What follows belongs to an exercise in optimizing a design on an open flow for small area and a short achievable clock period; a production flow would make more cautious choices.
In this exercise RTL edits were held to simulation tests only and were not proved equivalent to the original.

== north ==
## router
module router (
        input  wire logic        clk,
        input  wire logic        reset_i,
        input  wire logic [7:0]  location_i,             
        input  wire logic [79:0] flit_i,                 
        input  wire logic [4:0]  valid_i,
        output logic      [4:0]  credit_o,
        output logic      [79:0] flit_o,                 
        output logic      [4:0]  valid_o,
        input  wire logic [4:0]  credit_i
);
        localparam int FIFO_DEPTH = 4;
        logic [79:0] prev;                       
        logic [24:0] req;                        
        logic [39:0] dest;                       
        logic [19:0] cmp;                        
        noc_pkg::port_vec_t   nonempty;
        noc_pkg::port_vec_t   credit_avail;
        logic [24:0] grant;
        logic [24:0] last;
        noc_pkg::port_vec_t   send;
        noc_pkg::port_vec_t   pop;
        for (genvar p = 0; p < noc_pkg::NUM_PORTS; p++) begin : g_port
                logic [7:0]         dest_p;
                logic               nonempty_p;
                noc_pkg::port_vec_t req_p;
                input_fifo #(
                        .FIFO_DEPTH (FIFO_DEPTH)
                ) u_fifo (
                        .clk        (clk),
                        .reset_i    (reset_i),
                        .push_i     (valid_i[p]),
                        .flit_i     (flit_i[16*p +: 16]),
                        .pop_i      (pop[p]),
                        .head_dest_o (dest_p),
                        .prev_o     (prev[16*p +: 16]),
  ...
For scale: roughly 2400 cells after synthesis, roughly 190 I/O pins.
export LEC_CHECK = 0
export ABC_AREA = 1
export CAP_MARGIN = 20
export CORE_MARGIN = 2
export CORE_UTILIZATION = 55
export CTS_BUF_LIST = sky130_fd_sc_hd__clkbuf_8
export CTS_CLUSTER_DIAMETER = 50
export CTS_CLUSTER_SIZE = 16
export PLACE_DENSITY = 0.75
export SETUP_SLACK_MARGIN = 3.0
export SLEW_MARGIN = 20
create_clock -name core_clock -period 8.0 [get_ports {clk}]
standard.sh (not shown) runs the stock make flow with config.mk's settings and CLKGATE_MAP_FILE= SYNTH_SCRIPT=/design/flow/synth_recipe.tcl, a recipe that flattens the netlist after the stock synthesis.
==> flow/flow/run.sh <==
#!/bin/bash
# Standard layout, with these changes to how it is made:
# - the smallest buffer on every port instead of the flow's default pick;
# - global routing steered off the lowest layers (fastroute.tcl);
# - no half-adder cells, so the compare logic goes through abc as plain gates;
# - no dummy loads in the clock tree (same clustering as config.mk asks for).
set -euo pipefail
here=$(cd "$(dirname "${BASH_SOURCE[0]}")" && pwd)
export BUFFER_PORTS_ARGS="-buffer_cell sky130_fd_sc_hd__buf_1"
export FASTROUTE_TCL="$here/fastroute.tcl"
export CTS_ARGS="-sink_clustering_enable -repair_clock_nets -sink_clustering_size 16 -sink_clustering_max_diameter 50 -buf_list sky130_fd_sc_hd__clkbuf_8 -dont_use_dummy_load"

# The platform's don't-use list, plus the half adders.
dont_use="sky130_fd_sc_hd__probe_p_8 sky130_fd_sc_hd__probec_p_8 sky130_fd_sc_hd__lpflow_bleeder_1"
for n in 1 16 2 4 8; do
  dont_use+=" sky130_fd_sc_hd__lpflow_clkbufkapwr_$n sky130_fd_sc_hd__lpflow_clkinvkapwr_$n"
done
for n in 12 3 4 6 8; do dont_use+=" sky130_fd_sc_hd__lpflow_decapkapwr_$n"; done
dont_use+=" sky130_fd_sc_hd__lpflow_inputiso0n_1 sky130_fd_sc_hd__lpflow_inputiso0p_1"
dont_use+=" sky130_fd_sc_hd__lpflow_inputiso1n_1 sky130_fd_sc_hd__lpflow_inputiso1p_1"
dont_use+=" sky130_fd_sc_hd__lpflow_inputisolatch_1"
for n in 1 16 2 4 8; do dont_use+=" sky130_fd_sc_hd__lpflow_isobufsrc_$n"; done
dont_use+=" sky130_fd_sc_hd__lpflow_isobufsrckapwr_16"
for n in 1 2 4; do dont_use+=" sky130_fd_sc_hd__lpflow_lsbuf_lh_hl_isowell_tap_$n"; done
dont_use+=" sky130_fd_sc_hd__lpflow_lsbuf_lh_isowell_4"
for n in 1 2 4; do dont_use+=" sky130_fd_sc_hd__lpflow_lsbuf_lh_isowell_tap_$n"; done
dont_use+=" sky130_fd_sc_hd__ha_1 sky130_fd_sc_hd__ha_2 sky130_fd_sc_hd__ha_4"

sed -e "s|\"\${@:-finish}\"|DONT_USE_CELLS='$dont_use' \"\${@:-finish}\"|" standard.sh > standard_noha.sh
bash standard_noha.sh > standard_flow.log 2>&1
==> flow/flow/fastroute.tcl <==
# Global routing resources: keep more of met1 and met2 free for pin access
# and push longer routes up to met3 and met4.
set_global_routing_layer_adjustment met1 0.45
set_global_routing_layer_adjustment met2 0.35
set_global_routing_layer_adjustment met3-met5 0.15

set_routing_layers -clock met3-met5
set_routing_layers -signal met1-met5
Input-level comparison between south and north:
==> flow/flow/run.sh <==
#!/bin/bash
# Standard layout, with the smallest buffer on every port instead of the
# flow's default pick, and global routing steered off the lowest layers.
set -euo pipefail
here=$(cd "$(dirname "${BASH_SOURCE[0]}")" && pwd)
export BUFFER_PORTS_ARGS="-buffer_cell sky130_fd_sc_hd__buf_1"
export FASTROUTE_TCL="$here/fastroute.tcl"
bash standard.sh > standard_flow.log 2>&1
==> run summary <==
- south vs north: non-clock buffer count up by a few percent
- Post-route standard cell area excluding fillers, north and south, higher one = south.
- Detailed-route via count, south vs north: down by a few percent
- Placeable core region: south vs north — no meaningful difference

-- afterwards: timing with drivers on the ports --
No port has a modelled driver above. Below, the same layouts with a new extraction and two added sets of constraints.
Step 1: set_driving_cell puts a clkbuf_16 on clk and a buf_2 on each other input, an assumption about the parent block.
Step 2 times the ports against the registers' clock, not the clock port: input delays grow and output delays shrink by t, the midpoint of the rising clock arrivals with the driver on.
Slacks: ideal ports / drivers / drivers and shift; pairs: ideal ports / drivers.
run | shift t [ns] | setup slack, ns | hold WS [ns] | slew at the worst register clock pin (ns)
north | 0.652 | 2.965 / 2.903 / 2.903 | 0.492 / 0.492 / 0.492 | 0.10 / 0.10
south | 0.692 | 3.017 / 2.969 / 2.969 | 0.529 / 0.529 / 0.529 | 0.10 / 0.10
After both steps setup and hold are still met in every run listed. For north, which loses most, drivers alone change the setup slack by -0.062 ns; drivers and shift together by -0.062 ns.
